Context: an optimization exercise on an open-source flow, tuned for small area, a short achievable clock period and few clock cycles per item. The choices shown serve that exercise and are no tape-out recipe.
Only simulation tests tie the RTL to the original design; equivalence was not proved.
Power figures rest on the tool's default switching activity, not on a simulated workload.

**design/flow/design.v**
```verilog
package dcmps_pkg;
  typedef enum logic [2:0] {
    MODE_IDLE    = 3'd0,
    MODE_MOVING  = 3'd1,
    MODE_HOMING  = 3'd2,
    MODE_SETTLED = 3'd3,
    MODE_FAULT   = 3'd4
  } mode_t;
  typedef enum logic [1:0] {
    CMD_TICK    = 2'd0,
    CMD_MOVE    = 2'd1,
    CMD_HOME    = 2'd2,
    CMD_UNKNOWN = 2'd3
  } cmd_t;
  typedef enum logic [3:0] {
    REG_CAL         = 4'd0,
    REG_STOP_BAND   = 4'd1,
    REG_REARM_BAND  = 4'd2,
    REG_STALL_WIN   = 4'd3,
    REG_HOME_GRACE  = 4'd4,
    REG_HOME_SETTLE = 4'd5,
    REG_ENC_WIDE    = 4'd6,
    REG_POLARITY    = 4'd7
  } cfg_reg_t;
  localparam int unsigned CFG_IDX_W = 4;
  localparam int unsigned IN_DATA_W = 104;
  localparam int unsigned OUT_DATA_W = 40;
  localparam int unsigned TGT_W = 18;
  localparam logic [31:0] RUN_TIMEOUT_MS     = 32'd200000;
  localparam logic [31:0] PROGRESS_MIN_COUNT = 32'd10;
  localparam logic [31:0] HOME_MOTION_MAX    = 32'd3;
  localparam logic signed [31:0] NARROW_LIMIT = 32'sd30000;
  localparam logic [31:0] NARROW_SPAN = 32'd65536;
  localparam logic [15:0] CAL_RESET         = 16'd20462;
  localparam logic [15:0] STOP_BAND_RESET   = 16'd20;
  localparam logic [15:0] REARM_BAND_RESET  = 16'd60;
  localparam logic [15:0] STALL_WIN_RESET   = 16'd1500;
  localparam logic [15:0] HOME_GRACE_RESET  = 16'd3000;
  localparam logic [15:0] HOME_SETTLE_RESET = 16'd1200;
  localparam logic [3:0]  ENC_WIDE_RESET    = 4'd9;
  localparam logic [1:0]  POLARITY_RESET    = 2'd3;
endpackage
module dc_motor_position_supervisor_core #(
  parameter int MOTORS = 4,
  parameter int MAX_MM = 600
) (
  input  logic                                clk,
  input  logic                                rst_n,
  input  logic [dcmps_pkg::IN_DATA_W-1:0]     in_tdata,
  input  logic [1:0]                          in_tuser,
  input  logic                                in_tvalid,
  output logic                                in_tready,
  output logic [dcmps_pkg::OUT_DATA_W-1:0]    out_tdata,
  output logic                                out_tvalid,
  input  logic                                out_tready,
  input  logic                                cfg_valid,
  output logic                                cfg_ready,
  input  logic [dcmps_pkg::CFG_IDX_W-1:0]     cfg_index,
  input  logic [15:0]                         cfg_data
);
  function automatic logic [63:0] csa(input logic [31:0] a, input logic [31:0] b,
                                      input logic [31:0] c);
    csa = {((a & b) | (a & c) | (b & c)) << 1, a ^ b ^ c};
  endfunction
  logic [15:0] cal_r, stop_band_r, rearm_band_r, stall_win_r, home_grace_r, home_settle_r;
  logic [3:0]  enc_wide_r;
  logic [1:0]  polarity_r;
  assign cfg_ready = 1'b1;
  always_ff @(posedge clk) begin
    if (!rst_n) begin
      cal_r         <= dcmps_pkg::CAL_RESET;
      stop_band_r   <= dcmps_pkg::STOP_BAND_RESET;
      rearm_band_r  <= dcmps_pkg::REARM_BAND_RESET;
      stall_win_r   <= dcmps_pkg::STALL_WIN_RESET;
      home_grace_r  <= dcmps_pkg::HOME_GRACE_RESET;
      home_settle_r <= dcmps_pkg::HOME_SETTLE_RESET;
      enc_wide_r    <= dcmps_pkg::ENC_WIDE_RESET;
      polarity_r    <= dcmps_pkg::POLARITY_RESET;
    end else if (cfg_valid) begin
      case (cfg_index)
        dcmps_pkg::REG_CAL:         cal_r         <= cfg_data;
        dcmps_pkg::REG_STOP_BAND:   stop_band_r   <= cfg_data;
        dcmps_pkg::REG_REARM_BAND:  rearm_band_r  <= cfg_data;
        dcmps_pkg::REG_STALL_WIN:   stall_win_r   <= cfg_data;
        dcmps_pkg::REG_HOME_GRACE:  home_grace_r  <= cfg_data;
        dcmps_pkg::REG_HOME_SETTLE: home_settle_r <= cfg_data;
        dcmps_pkg::REG_ENC_WIDE:    enc_wide_r    <= cfg_data[3:0];
        dcmps_pkg::REG_POLARITY:    polarity_r    <= cfg_data[1:0];
        default: ;
      endcase
    end
  end
  logic        i_valid;
  logic [1:0]  i_cmd, i_mot;
  logic [MOTORS-1:0] i_sel;
  logic [31:0] i_now, i_y;
  logic        advance;
  logic [1:0]  q_cnt;
  logic [MOTORS-1:0] rec_ok, rec_ok_nxt;
  logic        in_wide;
  logic [9:0]  in_mmc;
  logic [15:0] in_mm;
  assign in_wide = enc_wide_r[in_tdata[1:0]];
  assign in_mm   = in_tdata[17:2];
  always_comb begin
    if (in_mm[15])                in_mmc = 10'd0;
    else if (in_mm > 16'(MAX_MM)) in_mmc = 10'(MAX_MM);
    else                          in_mmc = in_mm[9:0];
  end
  assign advance   = i_valid && !q_cnt[1];
  assign in_tready = !i_valid || advance;
  always_comb begin
    rec_ok_nxt = rec_ok;
    if (advance) rec_ok_nxt[i_mot] = 1'b1;
  end
  always_ff @(posedge clk) begin
    if (!rst_n) begin
      i_valid <= 1'b0;
      rec_ok  <= '0;
    end else begin
      if (in_tready) i_valid <= in_tvalid;
      rec_ok <= rec_ok_nxt;
    end
  end
  always_ff @(posedge clk) begin
    if (in_tready && in_tvalid) begin
      i_cmd <= in_tuser;
      i_mot <= in_tdata[1:0];
      for (int i = 0; i < MOTORS; i++) i_sel[i] <= (in_tdata[1:0] == 2'(i)) && rec_ok_nxt[i];
      i_now <= in_tdata[65:34];
      if (in_tuser == dcmps_pkg::CMD_TICK)
        i_y <= in_wide ? in_tdata[97:66] : {{16{in_tdata[81]}}, in_tdata[81:66]};
      else
        i_y <= {6'd0, in_tdata[33:18], in_mmc};
    end
  end
  logic [31:0] pos_r   [MOTORS];
  logic [31:0] last_r  [MOTORS];
  logic [17:0] tgt_r   [MOTORS];
  logic [2:0]  mode_r  [MOTORS];
  logic [31:0] start_r [MOTORS];
  logic [31:0] refc_r  [MOTORS];
  logic [31:0] reft_r  [MOTORS];
  logic [31:0] pos, last, start, refc, reft;
  logic [17:0] tgt;
  logic [2:0]  mode;
  always_comb begin
    pos = '0; last = '0; tgt = '0; mode = '0; start = '0; refc = '0; reft = '0;
    for (int i = 0; i < MOTORS; i++) begin
      pos   = pos   | (pos_r[i]   & {32{i_sel[i]}});
      last  = last  | (last_r[i]  & {32{i_sel[i]}});
      tgt   = tgt   | (tgt_r[i]   & {18{i_sel[i]}});
      mode  = mode  | (mode_r[i]  & {3{i_sel[i]}});
      start = start | (start_r[i] & {32{i_sel[i]}});
      refc  = refc  | (refc_r[i]  & {32{i_sel[i]}});
      reft  = reft  | (reft_r[i]  & {32{i_sel[i]}});
    end
  end
  logic        tick, wide;
  logic [31:0] enc, now;
  assign tick = (i_cmd == dcmps_pkg::CMD_TICK);
  assign wide = enc_wide_r[i_mot];
  assign enc  = i_y;
  assign now  = i_now;
  logic [31:0] dif, pos_ext0, pos_ext, last_ext;
  logic [63:0] pe_cs;
  logic        fold_dn, fold_up, dif_zero;
  assign dif      = enc - last;
  assign fold_dn  = !wide && !dif[31] && (dif[30:15] != 16'd0 || dif[14:0] > 15'd30000);
  assign fold_up  = !wide && dif[31] && (dif[30:15] != 16'hFFFF || dif[14:0] < 15'h0AD0);
  assign dif_zero = (dif[15:0] == 16'd0) &&
                    (dif[31:16] == 16'd0 || (!wide && (dif[31:16] == 16'd1 || dif[31:16] == 16'hFFFF)));
  assign pe_cs    = csa(pos, enc, ~last);
  assign pos_ext0 = pe_cs[31:0] + pe_cs[63:32] + 32'd1;
  always_comb begin
    if (fold_dn)      pos_ext = {pos_ext0[31:16] - 16'd1, pos_ext0[15:0]};
    else if (fold_up) pos_ext = {pos_ext0[31:16] + 16'd1, pos_ext0[15:0]};
    else              pos_ext = pos_ext0;
  end
  assign last_ext = dif_zero ? last : enc;
  logic [63:0] er_cs1, er_cs2, pg_cs1, pg_cs2;
  logic [31:0] err0, prog0;
  assign er_cs1 = csa({14'd0, tgt}, ~pos, ~enc);
  assign er_cs2 = csa(er_cs1[31:0], er_cs1[63:32], last);
  assign err0   = er_cs2[31:0] + er_cs2[63:32] + 32'd2;    
  assign pg_cs1 = csa(pos, enc, ~last);
  assign pg_cs2 = csa(pg_cs1[31:0], pg_cs1[63:32], ~refc);
  assign prog0  = pg_cs2[31:0] + pg_cs2[63:32] + 32'd2;   
  logic [15:0] eh, ph;
  logic        e_hz, e_ho, p_hz, p_ho, err_neg, err_zero;
  assign eh = err0[31:16];
  assign ph = prog0[31:16];
  always_comb begin
    if (fold_dn) begin         
      e_hz = (eh == 16'hFFFF); e_ho = (eh == 16'hFFFE);
      p_hz = (ph == 16'h0001); p_ho = (ph == 16'h0000);
      err_neg = eh[15] ^ (eh[14:0] == 15'h7FFF);
    end else if (fold_up) begin   
      e_hz = (eh == 16'h0001); e_ho = (eh == 16'h0000);
      p_hz = (ph == 16'hFFFF); p_ho = (ph == 16'hFFFE);
      err_neg = eh[15] ^ (eh[14:0] == 15'h0000);
    end else begin
      e_hz = (eh == 16'h0000); e_ho = (eh == 16'hFFFF);
      p_hz = (ph == 16'h0000); p_ho = (ph == 16'hFFFF);
      err_neg = eh[15];
    end
  end
  assign err_zero = e_hz && (err0[15:0] == 16'd0);
  function automatic logic in_band(input logic hz, input logic ho, input logic [15:0] lo,
                                   input logic [15:0] b);
    logic [16:0] s;
    s = {1'b0, lo} + {1'b0, b};
    in_band = (hz && lo <= b) || (ho && s[16]);
  endfunction
  logic mv_settle, rearm, mv_prog, home_moved, fwd_move;
  assign mv_settle  = in_band(e_hz, e_ho, err0[15:0], stop_band_r);
  assign rearm      = !in_band(e_hz, e_ho, err0[15:0], rearm_band_r);
  assign mv_prog    = !in_band(p_hz, p_ho, prog0[15:0], 16'd9);
  assign home_moved = !in_band(p_hz, p_ho, prog0[15:0], 16'd3);
  assign fwd_move   = polarity_r[0] ? err_neg : (!err_neg && !err_zero);
  logic [31:0] since, el_t, sched;
  logic        busy, pending, run_tmo, in_grace, stall_exc, settle_exc, stalled, home_done;
  assign since      = now - start;
  assign el_t       = now - reft;
  assign sched      = now + {16'd0, i_y[25:10]};
  assign busy       = (mode == dcmps_pkg::MODE_MOVING) || (mode == dcmps_pkg::MODE_HOMING);
  assign pending    = busy && since[31];
  assign run_tmo    = since > dcmps_pkg::RUN_TIMEOUT_MS;
  assign in_grace   = (since[31:16] == 16'd0) && (since[15:0] <= home_grace_r);
  assign stall_exc  = (el_t[31:16] != 16'd0) || (el_t[15:0] > stall_win_r);
  assign settle_exc = (el_t[31:16] != 16'd0) || (el_t[15:0] > home_settle_r);
  assign stalled    = !mv_prog && stall_exc;
  assign home_done  = !in_grace && !home_moved && settle_exc;
  logic [25:0] mm_prod;
  logic [17:0] tgt_move;
  assign mm_prod  = 26'(i_y[9:0]) * 26'(cal_r);
  assign tgt_move = mm_prod[25:8];
  logic [31:0] pos_nxt, last_nxt, start_nxt, refc_nxt, reft_nxt;
  logic [17:0] tgt_nxt;
  logic [2:0]  mode_nxt;
  logic        drive_fwd, drive_rev;
  always_comb begin
    pos_nxt   = pos;
    last_nxt  = last;
    tgt_nxt   = tgt;
    mode_nxt  = mode;
    start_nxt = start;
    refc_nxt  = refc;
    reft_nxt  = reft;
    drive_fwd = 1'b0;
    drive_rev = 1'b0;
    case (i_cmd)
      dcmps_pkg::CMD_MOVE: begin
        tgt_nxt   = tgt_move;
        start_nxt = sched;
        mode_nxt  = dcmps_pkg::MODE_MOVING;
        refc_nxt  = pos;
        reft_nxt  = sched;
      end
      dcmps_pkg::CMD_HOME: begin
        start_nxt = sched;
        mode_nxt  = dcmps_pkg::MODE_HOMING;
        refc_nxt  = pos;
        reft_nxt  = sched;
      end
      dcmps_pkg::CMD_TICK: begin
        pos_nxt  = pos_ext;
        last_nxt = last_ext;
        if (!pending) begin
          case (mode)
            dcmps_pkg::MODE_MOVING: begin
              if (mv_settle) begin
                mode_nxt = dcmps_pkg::MODE_SETTLED;
              end else if (run_tmo) begin
                mode_nxt = dcmps_pkg::MODE_FAULT;
              end else if (mv_prog) begin
                refc_nxt = pos_ext;
                reft_nxt = now;
              end else if (stall_exc) begin
                mode_nxt = dcmps_pkg::MODE_FAULT;
              end
              if (!mv_settle && !run_tmo && !stalled) begin
                drive_fwd = fwd_move;
                drive_rev = !fwd_move;
              end
            end
            dcmps_pkg::MODE_HOMING: begin
              if (home_moved || in_grace) reft_nxt = now;
              if (home_moved) refc_nxt = pos_ext;
              if (home_done) begin
                pos_nxt  = '0;
                last_nxt = enc;
                tgt_nxt  = '0;
                mode_nxt = dcmps_pkg::MODE_SETTLED;
              end else if (run_tmo) begin
                mode_nxt = dcmps_pkg::MODE_FAULT;
              end
              if (!home_done && !run_tmo) begin
                drive_fwd = polarity_r[1];
                drive_rev = !polarity_r[1];
              end
            end
            dcmps_pkg::MODE_SETTLED: begin
              if (rearm) begin
                mode_nxt  = dcmps_pkg::MODE_MOVING;
                start_nxt = now;
                refc_nxt  = pos_ext;
                reft_nxt  = now;
              end
            end
            default: ;
          endcase
        end
      end
      default: ;
    endcase
  end
  always_ff @(posedge clk) begin
    for (int i = 0; i < MOTORS; i++) begin
      if (advance && i_mot == 2'(i)) begin
        pos_r[i]   <= pos_nxt;
        last_r[i]  <= last_nxt;
        tgt_r[i]   <= tgt_nxt;
        mode_r[i]  <= mode_nxt;
        start_r[i] <= start_nxt;
        refc_r[i]  <= refc_nxt;
        reft_r[i]  <= reft_nxt;
      end
    end
  end
  logic [38:0] res, q0, q1;
  logic        pop;
  assign res = {pos_nxt, drive_rev, drive_fwd, mode_nxt, i_mot};
  assign pop = q_cnt != 2'd0 && out_tready;
  always_ff @(posedge clk) begin
    if (!rst_n) begin
      q_cnt <= 2'd0;
    end else begin
      q_cnt <= q_cnt + {1'b0, advance} - {1'b0, pop};
    end
  end
  always_ff @(posedge clk) begin
    if (advance && (q_cnt == 2'd0 || pop)) q0 <= res;
    else if (q_cnt[1] && pop)              q0 <= q1;
    if (advance && q_cnt == 2'd1 && !pop)  q1 <= res;
  end
  assign out_tvalid = q_cnt != 2'd0;
  assign out_tdata  = {1'b0, q0};
endmodule
```
**design/flow/flow/run.sh**
```bash
#!/bin/bash
# Standard layout, with the resizer's setup repair aimed well below the clock period so that it
# sizes and buffers the record-update loop, and a clock tree without dummy balancing loads.
# The clock period and constraints are unchanged.
set -euo pipefail
bash standard.sh synth > synth.log 2>&1
bash standard.sh SETUP_SLACK_MARGIN=15 \
  "CTS_ARGS=-sink_clustering_enable -repair_clock_nets -dont_use_dummy_load" \
  finish > layout.log 2>&1
```
**design/flow/standard.sh**
```bash
#!/bin/bash
# synth_recipe.tcl (not shown) runs the flow's synth.tcl, then flattens the netlist and writes it again
# the make line also repeats each setting of config.mk as NAME=value (left out here)
make -C /OpenROAD-flow-scripts/flow DESIGN_CONFIG=/design/flow/config.mk WORK_HOME=/design/flow/orfs CLKGATE_MAP_FILE= SYNTH_SCRIPT=/design/flow/synth_recipe.tcl "${@:-finish}"
```
**design/flow/config.mk**
```make
export PLATFORM = sky130hd
export DESIGN_NAME = dc_motor_position_supervisor_core
export DESIGN_NICKNAME = dc_motor_position_supervisor_core
export VERILOG_FILES = /design/flow/design.v
export SDC_FILE = /design/flow/constraint.sdc
export NUM_CORES = 4
export LEC_CHECK = 0
export ABC_AREA = 1
export CAP_MARGIN = 20
export CORE_MARGIN = 2
export CORE_UTILIZATION = 65
export SLEW_MARGIN = 20
```
**design/flow/constraint.sdc**
```tcl
create_clock -name core_clock -period 22.0 [get_ports {clk}]
set_input_delay 4.4000 -clock core_clock [delete_from_list [all_inputs] [get_ports {clk}]]
set_output_delay 4.4000 -clock core_clock [all_outputs]
set_load 0.01 [all_outputs]
```
==> results of run 1 <==
worst max-delay path: cells and delay by family, from the launching register on:
family,cells,cell delay [ns]
compound gates,2,0.60
xor+xnor,1,0.17
fa+ha+maj,4,1.59
buf+inv,4,0.56
flops,1,0.48
simple gates,23,3.43
layout by cell type, fill, tap and decap left out, drive strengths merged, types with 12 or more instances in the layout:
master,instances
edfxtp,874
and2,13
dfxtp,109
clkbuf,104
a31oi,16
a22o,292
xnor2,54
xor2,120
nor4,24
nand3,324
nor2,758
a21boi,12
o21ai,374
o21a,13
a22oi,23
o22ai,25
nand2,1930
ha,471
a221oi,35
fa,189
a21oi,510
o211ai,34
o21bai,22
clkdlybuf4s50,164
nand3b,29
buf,149
a21o,23
nor3,87
nand4,124
inv,1247
cell type report:
| cell class | count | area [um2] |
|---|---|---|
| multi-input combinational | 5563 | 36100 |
| sequential | 983 | 28400 |
| fill | 7417 | 26600 |
| inverter | 1251 | 4710 |
| timing repair buffer | 326 | 3640 |
| clock buffer | 97 | 2430 |
| tap | 1380 | 1730 |
| antenna | 4 | 10.0 |
Yosys cell counts, types with 12 or more instances:
cell type  instances
a21o_1            23
a21oi_1          509
a221oi_1          35
a22o_1           292
a22oi_1           23
a31oi_1           16
and2_1            12
buf_1             29
buf_2             26
clkbuf_1         184
dfxtp_1          109
edfxtp_1         874
fa_1             189
ha_1             471
inv_1           1230
inv_2             18
nand2_1         1893
nand2_2           25
nand3_1          311
nand3b_1          29
nand4_1          124
nor2_1           735
nor2_2            19
nor3_1            82
nor4_1            24
o211ai_1          33
o21a_1            13
o21ai_0          345
o21ai_1           20
o21bai_1          20
o22ai_1           25
xnor2_1           54
xor2_1           119
worst max-delay path by stage:
stage	start	end	slack [ns]	depth (start not counted)
6_report	i_sel[1]	q0[9]	14.89	34
4_1_cts	i_sel[0]	tgt_r[1][10]	15.00	37
3_3_place_gp	i_sel[3]	tgt_r[2][17]	13.03	33
5_1_grt	i_sel[0]	q0[9]	14.73	34
2_1_floorplan	q_cnt[1]	last_r[1][0]	13.78	3
3_5_place_dp	i_sel[3]	refc_r[3][6]	12.86	30
timing repair:
action / CTS / global route
setup endpoints to repair: 798 / 795
pin swaps: 15 / 52
gates resized for setup: 181 / 317
gates cloned: 14 / 15
setup buffers: 21 / 62
registers in the layout, summed over array words and instances, names as in the netlist, 4 cells and up:
name,count
cal_r,16
enc_wide_r,4
home_grace_r,16
home_settle_r,16
i_now,32
i_sel,4
i_y,32
last_r,128
mode_r,12
pos_r,128
q0,39
q1,39
rearm_band_r,16
rec_ok,4
refc_r,128
reft_r,128
stall_win_r,16
start_r,128
stop_band_r,16
tgt_r,72
through the flow:
| stage | hold WS, ns | cell area, um2 |
|---|---|---|
| global placement | 0.435 | 70900 |
| floorplan | 0.427 | 68000 |
| global route | 0.481 | 77000 |
| CTS | 0.460 | 74800 |
| detailed placement | 0.446 | 71000 |
| finish | 0.460 | 77000 |
power groups by stage:
stage / sequential, mW / combinational [mW] / clock (mW)
2_1_floorplan: 2.42 / 4.37 / 0
3_5_place_dp: 2.42 / 6.13 / 0
5_1_grt: 2.40 / 7.71 / 1.50
3_3_place_gp: 2.42 / 5.98 / 0
4_1_cts: 2.39 / 6.35 / 1.43
6_report: 2.39 / 7.08 / 1.44
per-layer routing:
metal | track usage | routed length, um
met2 | 0.653 | 104000
met4 | 0.248 | 17900
met3 | 0.0890 | 31100
met1 | 0.561 | 88300
met5 | 0 | 98
kinds of logic (layout without fill, tap and decap cells):
family / Yosys count / in the layout / synth area share
flops: 983 / 983 / 0.418
buf+inv: 1502 / 1674 / 0.0842
simple gates: 3301 / 3312 / 0.202
xor+xnor: 174 / 174 / 0.0225
mux: 3 / 3 / 0.000442
fa+ha+maj: 660 / 660 / 0.142
compound gates: 1412 / 1412 / 0.130
other cells: 2 / 6 / 0.000110
==> flow_summary_export.csv, run 1 <==
group,metric,value,unit
yosys,ys.flop_type,"edfxtp_1",
sta,relSlewSlack,0.0609,
placed_design,gp_congestion,1.09,
global_routing,grt_antenna_before_repair,3,
yosys,ys_ff_latch,983,
sta,maxSlewViolCount,0,
sta,finalHoldViolCount,0,
clocking,ctsLongestPathBuffers,3,
yosys,synth_cell_types,69,
clocking,cts.htree.levels,3,
setup_path,critical_path_arrival,7.52,ns
placed_design,io_buffer_count,165,
pwr,power_density,142,nW/um2
yosys,ys_async_sr_fraction,0,
clocking,clk_latency,0.71,ns
setup_path,crit_top_cell,"nand2_1",
clocking,cts-root-buf,"clkbuf_16",
pwr,switching_share,0.499,
setup_path,slowest_stage,"fa_1",
sta,skew,0.0656,ns
min_path,min_from,"rec_ok[3]",
setup_path,cp_slowest_stage_delay,0.53,ns
floorplanning,io-pin-count,174,
run_status,status,"timing/DRC/antenna clean",
yosys,netlist_instances,8037,
placed_design,pre_cts_slack,12.86,ns
min_path,holdCritPathClass,"flip-flop to flip-flop",
clocking,clkTransAtPathRegs,0.06,ns
floorplanning,start_util,0.656,
run,maxCapViolCount,0,
setup_path,end_kind,"flip-flop",
sta,fin_crit,7.11,ns
layout,drive_gt1_frac,0.0860,
layout,fin_util,0.743,
global_routing,grt_pass1_vias,57163,
global_routing,grt_pass1_wl,342,mm
yosys,yosysSeqAreaShare,0.418,
route,ant_nets,0,
clocking,clkSinkCount,983,
layout,area_growth,13.3,%
floorplanning,core_region_area,104000,um2
clocking,numCtsBuffers,97,
yosys,syn_area_per_cell,8.46,um2
global_routing,overflow,0,
layout,fin_nets,9013,
yosys,synth_area_leaders,"edfxtp_1 39%, nand2_1 10%, ha_1 8.7%, inv_1 6.8%, fa_1 5.6%",
yosys,yosys.area.top_type,"edfxtp_1",
sta,rsz0062_at_grt,"yes",
setup_path,startpoint_type,"flip-flop",
pwr,p_leak,34.2,nW
yosys,syn-num-nets,8828,
yosys,yosysTopAreaCellShare,0.386,
yosys,syn_area,68000,um2
setup_path,cp.required,22.41,ns
setup_path,worstReg2RegStart,"i_sel[1]",
route,wl_per_cell,25.2,um
route,drc,0,
route,drtIter0Drc,8301,
yosys,synth_edf_count,874,
sta,tightestPinTransition,1.40,ns
pwr,clkPwrFrac,0.132,
sta,period_share,0.323,
setup_path,reg2regPathDepth,34,
layout,final_cells,9604,
sta,fmax,0.141,GHz
pwr,netSwitchingPower,5.44,mW
placed_design,hpwl,158,mm
min_path,whs_endpoint,"rec_ok[3]",
global_routing,grt.total_usage,0.425,
floorplanning,die_area,107000,um2
pwr,fin_total_pwr,10.9,mW
pwr,seq_power_share,0.219,
clocking,cts_tree,"yes",
placed_design,dp.cells,9391,
setup_path,critPathMaxFanout,12,
route,num_vias,61030,
route,drt-total-wl,242,mm
yosys,yosysWarnings,8,
min_path,min_path_cells,2,
pwr,worst_ir_drop_vdd,0.147,mV
sta,final.setup.worst_slack,14.89,ns
floorplanning,rows,118,
route,vias_per_cell,6.35,
pwr,internal_power,5.47,mW
sta,finalSetupTns,0,ns
global_routing,grt_max_degree,136,
setup_path,path_class,"flip-flop to flip-flop",
setup_path,rrSetupSlack,14.89,ns
floorplanning,dieWidth,327,um
clocking,cts_hold_buf,0,
setup_path,rr_endpoint,"q0[9]",
sta,setup_violations,0,
route,drt_pre_antenna_iters,19,
pwr,p_comb_frac,0.649,
floorplanning,die_y,327,um
Testbench counts, summed over its fixed seeds: cycles 80,016, items 80,000.
==> run 2, diff against run 1 <==
--- a/design/flow/design.v
+++ b/design/flow/design.v
@@ -99,13 +99,5 @@
   logic [MOTORS-1:0] rec_ok, rec_ok_nxt;
   logic        in_wide;
-  logic [9:0]  in_mmc;
-  logic [15:0] in_mm;
   assign in_wide = enc_wide_r[in_tdata[1:0]];
-  assign in_mm   = in_tdata[17:2];
-  always_comb begin
-    if (in_mm[15])                in_mmc = 10'd0;
-    else if (in_mm > 16'(MAX_MM)) in_mmc = 10'(MAX_MM);
-    else                          in_mmc = in_mm[9:0];
-  end
   assign advance   = i_valid && !q_cnt[1];
   assign in_tready = !i_valid || advance;
@@ -132,5 +124,5 @@
         i_y <= in_wide ? in_tdata[97:66] : {{16{in_tdata[81]}}, in_tdata[81:66]};
       else
-        i_y <= {6'd0, in_tdata[33:18], in_mmc};
+        i_y <= in_tdata[33:2];
     end
   end
@@ -223,5 +215,5 @@
   assign since      = now - start;
   assign el_t       = now - reft;
-  assign sched      = now + {16'd0, i_y[25:10]};
+  assign sched      = now + {16'd0, i_y[31:16]};
   assign busy       = (mode == dcmps_pkg::MODE_MOVING) || (mode == dcmps_pkg::MODE_HOMING);
   assign pending    = busy && since[31];
@@ -232,7 +224,13 @@
   assign stalled    = !mv_prog && stall_exc;
   assign home_done  = !in_grace && !home_moved && settle_exc;
+  logic [9:0]  mm_clamp;
   logic [25:0] mm_prod;
   logic [17:0] tgt_move;
-  assign mm_prod  = 26'(i_y[9:0]) * 26'(cal_r);
+  always_comb begin
+    if (i_y[15])                   mm_clamp = 10'd0;
+    else if (i_y[15:0] > 16'(MAX_MM)) mm_clamp = 10'(MAX_MM);
+    else                           mm_clamp = i_y[9:0];
+  end
+  assign mm_prod  = 26'(mm_clamp) * 26'(cal_r);
   assign tgt_move = mm_prod[25:8];
   logic [31:0] pos_nxt, last_nxt, start_nxt, refc_nxt, reft_nxt;
==> flow_summary_export.csv, run 2 <==
group,metric,value,unit
pwr,switching_share,0.485,
clocking,clkTransAtPathRegs,0.07,ns
clocking,ctsLongestPathBuffers,3,
route,num_vias,59971,
yosys,syn_area,67300,um2
setup_path,slowest_stage,"fa_1",
placed_design,hpwl,156,mm
floorplanning,rows,117,
sta,skew,0.128,ns
global_routing,grt_antenna_before_repair,11,
yosys,ys_async_sr_fraction,0,
yosys,yosysWarnings,8,
yosys,synth_edf_count,874,
sta,finalHoldViolCount,0,
yosys,yosysTopAreaCellShare,0.390,
setup_path,critical_path_arrival,7.46,ns
pwr,seq_power_share,0.232,
setup_path,cp_slowest_stage_delay,0.52,ns
setup_path,reg2regPathDepth,33,
clocking,cts_tree,"yes",
setup_path,end_kind,"flip-flop",
setup_path,startpoint_type,"flip-flop",
route,vias_per_cell,6.29,
setup_path,rr_endpoint,"reft_r[2][15]",
setup_path,crit_top_cell,"nand2_1",
sta,maxSlewViolCount,0,
clocking,numCtsBuffers,99,
pwr,clkPwrFrac,0.141,
yosys,syn_area_per_cell,8.51,um2
placed_design,io_buffer_count,165,
layout,area_growth,14.4,%
setup_path,cp.required,22.49,ns
pwr,p_leak,34.0,nW
layout,num_antenna_cells,0,
placed_design,dp.cells,9273,
pwr,p_comb_frac,0.627,
yosys,netlist_instances,7901,
yosys,yosys.area.top_type,"edfxtp_1",
floorplanning,start_util,0.658,
setup_path,crit_start,"i_sel[3]",
route,drtIter0Drc,8475,
pwr,power_density,133,nW/um2
floorplanning,die_area,106000,um2
global_routing,grt.total_usage,0.414,
setup_path,endpoint,"reft_r[2][15]",
placed_design,gp_congestion,1.02,
global_routing,overflow,0,
layout,drive_gt1_frac,0.0927,
run_status,status,"timing/DRC/antenna clean",
layout,final_cells,9537,
clocking,clkSinkCount,983,
clocking,clk_latency,0.75,ns
setup_path,critPathMaxFanout,16,
floorplanning,die_y,326,um
run,maxCapViolCount,0,
route,drt_pre_antenna_iters,9,
route,ant_nets,0,
floorplanning,io-pin-count,174,
yosys,synth_cell_types,66,
yosys,ys_ff_latch,983,
floorplanning,core_region_area,102000,um2
route,drt-total-wl,235,mm
global_routing,grt_pass1_wl,331,mm
layout,final_cell_mix,"1816 x nand2_1, 1186 x inv_1, 874 x edfxtp_1",
sta,finalSetupTns,0,ns
layout,final_common_cell,"nand2_1",
sta,setup_violations,0,
yosys,ys.flop_type,"edfxtp_1",
global_routing,grt_max_degree,132,
clocking,cts.htree.levels,3,
setup_path,worstReg2RegStart,"i_sel[3]",
global_routing,grt_pass1_vias,55983,
yosys,yosysSeqAreaShare,0.423,
clocking,cts-root-buf,"clkbuf_16",
yosys,yosysMostFrequentCell,"nand2_1",
route,wl_per_cell,24.6,um
pwr,netSwitchingPower,4.95,mW
pwr,fin_total_pwr,10.2,mW
sta,rsz0062_at_grt,"yes",
yosys,ys_top_cells_by_count,"1861 x nand2_1, 1203 x inv_1, 874 x edfxtp_1, 743 x nor2_1, 521 x a21oi_1",
min_path,holdCritPathClass,"flip-flop to flip-flop",
yosys,synth_area_leaders,"edfxtp_1 39%, nand2_1 10%, ha_1 8.8%, inv_1 6.7%, fa_1 5.6%",
sta,tightestPinTransition,1.14,ns
pwr,worst_ir_drop_vdd,0.113,mV
sta,fin_crit,6.97,ns
layout,fin_nets,8962,
sta,hold_ws,0.460,ns
sta,period_share,0.317,
pwr,internal_power,5.25,mW
route,drc,0,
floorplanning,dieWidth,326,um
layout,fin_util,0.753,
yosys,syn-num-nets,8692,
sta,fmax,0.143,GHz
sta,relSlewSlack,0.240,
setup_path,rrSetupSlack,15.03,ns
setup_path,path_class,"flip-flop to flip-flop",
==> run 2: changes by cell type after synthesis, moves of 12 or more <==
cell,delta
a221oi_1,+12
a22o_1,-14
clkbuf_1,-26
nand4_1,-28
o21ai_0,-15
o21ai_1,+56
inv_1,-27
nand2_1,-32
nor2_2,-16
a21oi_1,+12
nand2_2,-20
==> run 2: power by group through the flow <==
stage | registers [mW] | logic [mW] | clock network [mW]
final | 2.37 | 6.39 | 1.44
after global routing | 2.37 | 6.93 | 1.50
after CTS | 2.36 | 5.58 | 1.44
after detailed placement | 2.40 | 5.37 | 0
after global placement | 2.39 | 5.27 | 0
after floorplan | 2.39 | 3.81 | 0
==> run 2: critical path, delay by kind of cell (launching register included) <==
| family | cells | cell delay (ns) |
|---|---|---|
| AO/OA/AOI/OAI | 5 | 1.21 |
| XOR/XNOR | 2 | 0.43 |
| adder cells (fa/ha/maj) | 5 | 1.86 |
| buffers and inverters | 6 | 1.13 |
| flip-flops | 1 | 0.44 |
| AND/OR/NAND/NOR | 15 | 1.66 |
==> run 2: per-layer routing <==
layer / routed length (um) / part of all wire / GRT usage / vias up
met5: 85 / 0.00036 / 0 / -
met2: 102000 / 0.43 / 0.636 / 4144
met1: 85100 / 0.36 / 0.538 / 27895
met4: 18000 / 0.077 / 0.251 / 12
li1: - / - / - / 26971
met3: 29800 / 0.13 / 0.0929 / 949
==> run 2: cell families after synthesis <==
logic type               Yosys count  share of synthesized area
AO/OA/AOI/OAI                   1450                      0.134
other                              2                   0.000112
XOR/XNOR                         164                     0.0215
flip-flops                       983                      0.423
adder cells (fa/ha/maj)          660                      0.144
buffers and inverters           1439                     0.0824
AND/OR/NAND/NOR                 3202                      0.195
multiplexers                       1                   0.000149
==> run 2: metrics by stage <==
stage | worst slack, ns | instance area [um2]
3_5_place_dp | 13.36 | 70300
3_3_place_gp | 13.39 | 70300
6_report | 15.03 | 76900
4_1_cts | 15.00 | 74300
5_1_grt | 14.83 | 76900
2_1_floorplan | 13.78 | 67300
==> run 2: layout make-up <==
class	count	area (um2)
clock buffer	99	2480
fill	7137	25200
inverter	1215	4600
multi-input combinational	5483	35600
sequential	983	28400
tap	1368	1710
timing repair buffer	388	4160
timing repair inverter	1	7.51
==> run 2: how the worst min path moves through the flow <==
stage / slack (ns) / cells after the start / start / end
2_1_floorplan: 0.43 / 2 / rec_ok[0] / rec_ok[0]
3_3_place_gp: 0.43 / 2 / rec_ok[1] / rec_ok[1]
3_5_place_dp: 0.45 / 2 / rec_ok[2] / rec_ok[2]
4_1_cts: 0.46 / 2 / home_settle_r[14] / home_settle_r[14]
5_1_grt: 0.48 / 2 / rec_ok[2] / rec_ok[2]
6_report: 0.46 / 2 / home_settle_r[11] / home_settle_r[11]
==> run 2: repair_timing <==
action | CTS | global route
endpoints found under the setup margin | 798 | 795
buffers inserted | 44 | 95
gates resized for setup | 176 | 364
pin swaps | 17 | 49
cloned | 12 | 14
hold buffers | 0 | 0
Testbench counts of run 2, summed over its fixed seeds: cycles 80,016, items 80,000.

what the ideal ports hide:
The flow's constraints put no driver on any port. The routed layouts listed below were extracted and timed again, unchanged, in two steps.
Step 1: set_driving_cell puts a clkbuf_16 on clk and a buf_2 on each other input, an assumption about the parent block.
Step 2 moves the port delays by t, midway between the first and last clock arrival at a register: inputs arrive t later, outputs are due t later. That takes back most of the time a late clock gives input paths.
Slacks: ideal ports / drivers / drivers and shift; pairs: ideal ports / drivers.
run	t, ns	setup slack, ns	worst hold slack (ns)	latest minus earliest clock arrival (ns)
run 1	0.766	14.888 / 14.888 / 14.458	0.460 / 0.460 / 0.460	0.066 / 0.065
run 2	0.767	15.026 / 15.026 / 14.887	0.460 / 0.460 / 0.460	0.128 / 0.128
After both steps every run listed still meets setup and hold. For run 1, which loses most, drivers alone change the setup slack by 0.000 ns; drivers and shift together by -0.430 ns.
